From an optimization exercise on the open Yosys and OpenROAD flow, aimed at small area, a short achievable clock period and few clock cycles per item; shortcuts taken in it are not production practice. RTL that was checked went through simulation tests only; none was proved equivalent to the original. No activity file was given, so power comes from the tool's default toggle rates.

// wall_grid_neighbor_smoothing_core
module wall_grid_neighbor_smoothing_core (
	input  logic                                clk,
	input  logic                                arst_n,
	input  logic                                s_axis_tvalid,
	output logic                                s_axis_tready,
	input  logic [wgns_pkg::IN_DATA_W-1:0]      s_axis_tdata,   
	output logic                                m_axis_tvalid,
	input  logic                                m_axis_tready,
	output logic [wgns_pkg::OUT_DATA_W-1:0]     m_axis_tdata,   
	output logic [wgns_pkg::OUT_USER_W-1:0]     m_axis_tuser,   
	output logic                                m_axis_tlast,   
	input  logic                                cfg_we,
	input  logic [wgns_pkg::CFG_IDX_W-1:0]      cfg_index,
	input  logic [wgns_pkg::CFG_DATA_W-1:0]     cfg_wdata
);
Size in the first run: roughly 1200 cells after synthesis, roughly 53 I/O pins, about 22000 sq um of cells after synthesis.
==> flow/config.mk <==
export PLATFORM = sky130hd
export DESIGN_NAME = wall_grid_neighbor_smoothing_core
export DESIGN_NICKNAME = wall_grid_neighbor_smoothing_core
export VERILOG_FILES = /design/flow/design.v
export SDC_FILE = /design/flow/constraint.sdc
export NUM_CORES = 4
export LEC_CHECK = 0
export CAP_MARGIN = 20
export CORE_MARGIN = 2
export CORE_UTILIZATION = 60
export CTS_BUF_LIST = sky130_fd_sc_hd__clkbuf_8
export CTS_CLUSTER_DIAMETER = 60
export CTS_CLUSTER_SIZE = 20
export HOLD_SLACK_MARGIN = 0
export SETUP_SLACK_MARGIN = 3.0
export SLEW_MARGIN = 20
==> flow/constraint.sdc <==
create_clock -name core_clock -period 5.0 [get_ports {clk}]
set_input_delay 1.0000 -clock core_clock [delete_from_list [all_inputs] [get_ports {clk}]]
set_output_delay 1.0000 -clock core_clock [all_outputs]
set_load 0.01 [all_outputs]
run.sh (not shown) runs the stock make flow with config.mk's settings and CLKGATE_MAP_FILE= SYNTH_SCRIPT=/design/flow/synth_recipe.tcl, a recipe that flattens the netlist after the stock synthesis.
==> next run, changes <==
--- a/flow/design.v
+++ b/flow/design.v
@@ -98,46 +98,43 @@
 				wgns_pkg::REG_WALL_KEEP:   keep_thr_q <= cfg_wdata[3:0];
 				wgns_pkg::REG_FLOOR_GROW:  grow_thr_q <= cfg_wdata[3:0];
 				default: ;
 			endcase
 		end
 	end
 	logic e0_q, e1_q, v0_q, v1_q, tready_q;
 	logic in_acc, adv_q, push_q, take;
 	logic v0_n, v1_n;
 	assign in_acc        = s_axis_tvalid && tready_q;
+	assign s_axis_tready = tready_q;
 	always_comb begin
 		v0_n = v0_q;
 		v1_n = v1_q;
 		if (adv_q) begin
 			v0_n = v1_q || in_acc;
 			v1_n = v1_q && in_acc;
 		end else if (in_acc) begin
 			v0_n = 1'b1;
 			v1_n = v0_q;
 		end
 	end
 	always_ff @(posedge clk or negedge arst_n) begin
 		if (!arst_n) begin
-			v0_q <= 1'b0;
-			v1_q <= 1'b0;
+			v0_q     <= 1'b0;
+			v1_q     <= 1'b0;
+			tready_q <= 1'b0;
 		end else begin
-			v0_q <= v0_n;
-			v1_q <= v1_n;
+			v0_q     <= v0_n;
+			v1_q     <= v1_n;
+			tready_q <= !v1_n;
 		end
 	end
-	logic tready_port_q;
-	always_ff @(posedge clk) begin
-		tready_q      <= !v1_n;
-		tready_port_q <= adv_q ? !(v1_q && in_acc) : !(in_acc && v0_q) && !v1_q;
-	end
-	assign s_axis_tready = tready_port_q;
 	always_ff @(posedge clk) begin
 		if (adv_q ? !v1_q : !v0_q)
 			e0_q <= s_axis_tdata[0];
 		else if (adv_q)
 			e0_q <= e1_q;
 		if (in_acc)
 			e1_q <= s_axis_tdata[0];
 	end
 	logic [7:0] cd_q, rd_q, cd_n, rd_n;
 	logic       fc_q, fr_q, r1_q, lc_q, lr_q;    
@@ -230,21 +227,21 @@
 		ge    = 4'(thr_s >> (fc_q ? 2'd3 : s2_sum_q));
 	end
 	always_ff @(posedge clk) begin
 		if (adv_q) begin
 			s1_sum_q <= fc_q ? 2'd3 : s2_sum_q;
 			s2_sum_q <= new_sum;
 			m2_q     <= mid_bit;
 			ge_q     <= ge;
 		end
 	end
-	logic pa_q, pb_q, bbit_q, abit, ov_q, ov_port_q, mv, mv_bit;
+	logic pa_q, pb_q, bbit_q, abit, ov_q, mv, mv_bit;
 	logic pa_n, pb_n;
 	logic q0_q, q1_q, qv0_q, qv1_q, qv0_n, qv1_n;
 	logic adv_n, free_n;
 	assign abit   = ge_q[s2_sum_q];
 	assign mv     = (pa_q || pb_q) && !qv1_q;
 	assign mv_bit = pa_q ? abit : bbit_q;
 	assign take   = qv0_q && (m_axis_tready || !ov_q);
 	always_comb begin
 		pa_n = pa_q;
 		pb_n = pb_q;
@@ -349,40 +346,40 @@
 				n_sm  = 1'b1;
 				n_col = ocol_q + 1'b1;
 				n_xw2 = eq_wm3;
 				n_rl  = !eq_wm3;
 				n_yh2 = f_yh2_q;
 			end
 		end
 	end
 	always_ff @(posedge clk or negedge arst_n) begin
 		if (!arst_n) begin
-			ov_q      <= 1'b0;
-			ov_port_q <= 1'b0;
-			start_q   <= 1'b1;
+			ov_q    <= 1'b0;
+			start_q <= 1'b1;
 		end else begin
-			ov_q      <= take || (ov_q && !m_axis_tready);
-			ov_port_q <= take || (ov_port_q && !m_axis_tready);
+			ov_q <= take || (ov_q && !m_axis_tready);
 			if (take)
 				start_q <= 1'b0;
 		end
 	end
-	logic [19:0] oreg_q, oreg_n, port_q;
-	assign oreg_n = {q0_q, n_row, n_col, n_rl, n_sm, n_last};
-	always_ff @(posedge clk) begin
-		if (take)
+	logic [20:0] oreg_q, oreg_n;
+	assign oreg_n = ({21{take}}  & {q0_q, n_row, n_col, n_rl, n_sm, n_last}) |
+	                ({21{!take}} & oreg_q);
+	always_ff @(posedge clk or negedge arst_n) begin
+		if (!arst_n)
+			oreg_q <= '0;
+		else
 			oreg_q <= oreg_n;
-		port_q <= ({20{take}} & oreg_n) | ({20{!take}} & oreg_q);
 	end
 	assign {owall_q, orow_q, ocol_q, orl_q, osm_q, olast_q} = oreg_q;
 	always_ff @(posedge clk) begin
 		if (take) begin
 			f_xw2_q <= n_xw2;
 			f_yh2_q <= n_yh2;
 			f_yh1_q <= n_yh1;
 		end
 	end
-	assign m_axis_tvalid = ov_port_q;
-	assign m_axis_tdata  = {7'd0, port_q[19:3]};
-	assign m_axis_tuser  = port_q[2:1];
-	assign m_axis_tlast  = port_q[0];
+	assign m_axis_tvalid = ov_q;
+	assign m_axis_tdata  = {7'd0, owall_q, orow_q, ocol_q};
+	assign m_axis_tuser  = {orl_q, osm_q};
+	assign m_axis_tlast  = olast_q;
 endmodule
What happened:
- wire length is lower by 2.6%
- total power goes down by 4.5%
- via count falls by 2.4%
- cell area falls by 3.3%
- sequential share of layout area rises by 0.31 points
- core utilization goes down by 0.30 points
- combinational power came out lower by about 5%
- maximum frequency falls by 3.8%
- non-clock buffer count came out lower by 8
- first-iteration DRC count came out lower by 14%
- critical path depth does not change
- setup slack is worse by 0.085 ns
- synthesized area fell by 3.1%
Testbench counts after the change, summed over its fixed seeds: cycles 72,316, items 68,207.
For the first run of this note, only the layout was checked, not whether the RTL still works.

========
Another version of the RTL of wall_grid_neighbor_smoothing_core (not shown whole).
For scale: roughly 1,200 cells after synthesis, about 610 flip-flops, ~21,000 um^2 of cells after synthesis.
==> flow/design.v (excerpt) <==
module wall_grid_neighbor_smoothing_core (
	input  logic                                clk,
	input  logic                                arst_n,
	input  logic                                s_axis_tvalid,
	output logic                                s_axis_tready,
	input  logic [wgns_pkg::IN_DATA_W-1:0]      s_axis_tdata,   
	output logic                                m_axis_tvalid,
	input  logic                                m_axis_tready,
	output logic [wgns_pkg::OUT_DATA_W-1:0]     m_axis_tdata,   
	output logic [wgns_pkg::OUT_USER_W-1:0]     m_axis_tuser,   
	output logic                                m_axis_tlast,   
	input  logic                                cfg_we,
	input  logic [wgns_pkg::CFG_IDX_W-1:0]      cfg_index,
	input  logic [wgns_pkg::CFG_DATA_W-1:0]     cfg_wdata
);
export LEC_CHECK = 0
export CAP_MARGIN = 20
export CORE_MARGIN = 2
export CORE_UTILIZATION = 60
export CTS_BUF_LIST = sky130_fd_sc_hd__clkbuf_8
export CTS_CLUSTER_DIAMETER = 60
export CTS_CLUSTER_SIZE = 20
export HOLD_SLACK_MARGIN = 0
export SETUP_SLACK_MARGIN = 2.9
export SLEW_MARGIN = 20
create_clock -name core_clock -period 5.0 [get_ports {clk}]
Then changed:
--- a/flow/design.v
+++ b/flow/design.v
@@ -273,24 +273,24 @@
 	always_ff @(posedge clk or negedge arst_n) begin
 		if (!arst_n) begin
 			pa_q   <= 1'b0;
 			pb_q   <= 1'b0;
 			qv0_q  <= 1'b0;
 			qv1_q  <= 1'b0;
+			adv_q  <= 1'b0;
+			push_q <= 1'b0;
 		end else begin
 			pa_q   <= pa_n;
 			pb_q   <= pb_n;
 			qv0_q  <= qv0_n;
 			qv1_q  <= qv1_n;
+			adv_q  <= adv_n;
+			push_q <= adv_n && !lc_n;
 		end
 	end
 	always_ff @(posedge clk) begin
-		adv_q  <= adv_n;
-		push_q <= adv_n && !lc_n;
-	end
-	always_ff @(posedge clk) begin
 		if (adv_q && has_b)
 			bbit_q <= e0_q;
 		if (take ? !qv1_q : !qv0_q)
 			q0_q <= mv_bit;
 		else if (take)
 			q0_q <= q1_q;
@@ -359,28 +359,26 @@
 		end else begin
 			ov_q <= take || (ov_q && !m_axis_tready);
 			if (take)
 				start_q <= 1'b0;
 		end
 	end
-	logic [20:0] oreg_q, oreg_n;
-	assign oreg_n = ({21{take}}  & {q0_q, n_row, n_col, n_rl, n_sm, n_last}) |
-	                ({21{!take}} & oreg_q);
-	always_ff @(posedge clk or negedge arst_n) begin
-		if (!arst_n)
-			oreg_q <= '0;
-		else
+	logic [19:0] oreg_q, oreg_n, port_q;
+	assign oreg_n = {q0_q, n_row, n_col, n_rl, n_sm, n_last};
+	always_ff @(posedge clk) begin
+		if (take)
 			oreg_q <= oreg_n;
+		port_q <= ({20{take}} & oreg_n) | ({20{!take}} & oreg_q);
 	end
 	assign {owall_q, orow_q, ocol_q, orl_q, osm_q, olast_q} = oreg_q;
 	always_ff @(posedge clk) begin
 		if (take) begin
 			f_xw2_q <= n_xw2;
 			f_yh2_q <= n_yh2;
 			f_yh1_q <= n_yh1;
 		end
 	end
 	assign m_axis_tvalid = ov_q;
-	assign m_axis_tdata  = {7'd0, owall_q, orow_q, ocol_q};
-	assign m_axis_tuser  = {orl_q, osm_q};
-	assign m_axis_tlast  = olast_q;
+	assign m_axis_tdata  = {7'd0, port_q[19:3]};
+	assign m_axis_tuser  = port_q[2:1];
+	assign m_axis_tlast  = port_q[0];
 endmodule
=> Clock power rises by about 5%. Die area rises by 3.3%. Worst setup slack improved by 0.069 ns. Power rises by 11%. Count of clock-buffer cells in the layout rises by 1. Global-route usage falls by 0.43 points. Cell area rises by 1.9%. Worst hold slack got worse by 0.016 ns. Combinational power falls by about 3%.
Function was not checked in any run of this note: the RTL went through the layout flow alone.

========
wall_grid_neighbor_smoothing_core, a different RTL version from the one above (not shown whole).
Size in the first run: about 1200 cells after synthesis, about 53 I/O pins, roughly 0.021 mm2 of cells after synthesis.
// wall_grid_neighbor_smoothing_core
module wall_grid_neighbor_smoothing_core (
	input  logic                                clk,
	input  logic                                arst_n,
	input  logic                                s_axis_tvalid,
	output logic                                s_axis_tready,
	input  logic [wgns_pkg::IN_DATA_W-1:0]      s_axis_tdata,   
	output logic                                m_axis_tvalid,
	input  logic                                m_axis_tready,
	output logic [wgns_pkg::OUT_DATA_W-1:0]     m_axis_tdata,   
	output logic [wgns_pkg::OUT_USER_W-1:0]     m_axis_tuser,   
	output logic                                m_axis_tlast,   
	input  logic                                cfg_we,
	input  logic [wgns_pkg::CFG_IDX_W-1:0]      cfg_index,
	input  logic [wgns_pkg::CFG_DATA_W-1:0]     cfg_wdata
);
==> flow/config.mk <==
export PLATFORM = sky130hd
export DESIGN_NAME = wall_grid_neighbor_smoothing_core
export DESIGN_NICKNAME = wall_grid_neighbor_smoothing_core
export VERILOG_FILES = /design/flow/design.v
export SDC_FILE = /design/flow/constraint.sdc
export NUM_CORES = 4
export LEC_CHECK = 0
export CAP_MARGIN = 20
export CORE_MARGIN = 2
export CORE_UTILIZATION = 60
export CTS_BUF_LIST = sky130_fd_sc_hd__clkbuf_8
export CTS_CLUSTER_DIAMETER = 60
export CTS_CLUSTER_SIZE = 20
export HOLD_SLACK_MARGIN = 0
export SETUP_SLACK_MARGIN = 2.9
export SLEW_MARGIN = 20
==> flow/constraint.sdc <==
create_clock -name core_clock -period 5.0 [get_ports {clk}]
set_input_delay 1.0000 -clock core_clock [delete_from_list [all_inputs] [get_ports {clk}]]
set_output_delay 1.0000 -clock core_clock [all_outputs]
set_load 0.01 [all_outputs]
The starting point ran to the end with no violations.
Testbench counts at the start, summed over its fixed seeds: cycles 72,316, items 68,207.
Change:
--- a/flow/design.v
+++ b/flow/design.v
@@ -116,23 +116,22 @@
 			v0_n = 1'b1;
 			v1_n = v0_q;
 		end
 	end
 	always_ff @(posedge clk or negedge arst_n) begin
 		if (!arst_n) begin
-			v0_q <= 1'b0;
-			v1_q <= 1'b0;
+			v0_q     <= 1'b0;
+			v1_q     <= 1'b0;
+			tready_q <= 1'b0;
 		end else begin
-			v0_q <= v0_n;
-			v1_q <= v1_n;
+			v0_q     <= v0_n;
+			v1_q     <= v1_n;
+			tready_q <= !v1_n;
 		end
 	end
 	always_ff @(posedge clk) begin
-		tready_q <= !v1_n;
-	end
-	always_ff @(posedge clk) begin
 		if (adv_q ? !v1_q : !v0_q)
 			e0_q <= s_axis_tdata[0];
 		else if (adv_q)
 			e0_q <= e1_q;
 		if (in_acc)
 			e1_q <= s_axis_tdata[0];
The changed run finished clean.
Hold slack is about the same.
Synthesized cell count went down by 0.34%.
Fmax decreases by 2.1%.
Power rose by 2.1%.
Setup slack degrades by 48 ps.
Cell count rose by 0.99%.
Via count goes up by 2.2%.
Clock power is higher by about 3%.
Die area is about the same.
Core utilization is higher by 0.64 points.
Testbench counts after the change, summed over its fixed seeds: cycles 72,316, items 68,207.

re-timing with driven ports:
Ports are ideal in the flow. The routed layouts listed here were re-timed in OpenROAD.
Step 1 (the two cells are an assumption about what drives the block):
set clk [get_ports {clk}]
set_driving_cell -lib_cell sky130_fd_sc_hd__clkbuf_16 $clk
set_driving_cell -lib_cell sky130_fd_sc_hd__buf_2 [delete_from_list [all_inputs] $clk]
Step 2 times the ports against the registers' clock, not the clock port: input delays grow and output delays shrink by t, the midpoint of the rising clock arrivals with the driver on.
a / b / c = ideal ports / drivers / drivers and shift; a / b = the first two.
| run | t, ns | setup slack, ns | hold WS [ns] | worst setup path at the end | pins driven straight from the clock port |
|---|---|---|---|---|---|
| the first run of note 1 | 0.674 | 2.857 / 2.808 / 2.371 | 0.416 / 0.416 / 0.416 | input to register | 1 |
| the second run of note 1 | 0.670 | 2.772 / 2.722 / 2.375 | 0.419 / 0.419 / 0.419 | input to register | 1 |
| the first run of note 2 | 0.660 | 2.779 / 2.728 / 2.217 | 0.417 / 0.417 / 0.417 | input to register | 1 |
| the second run of note 2 | 0.651 | 2.848 / 2.800 / 2.227 | 0.400 / 0.400 / 0.400 | input to register | 1 |
| the first run of note 3 | 0.651 | 2.820 / 2.770 / 2.332 | 0.417 / 0.417 / 0.417 | input to register | 1 |
| the second run of note 3 | 0.663 | 2.772 / 2.722 / 2.310 | 0.415 / 0.415 / 0.415 | input to register | 1 |
After both steps setup and hold are still met in every run listed. For the second run of note 2, which loses most, drivers alone change the setup slack by -0.048 ns; drivers and shift together by -0.621 ns.
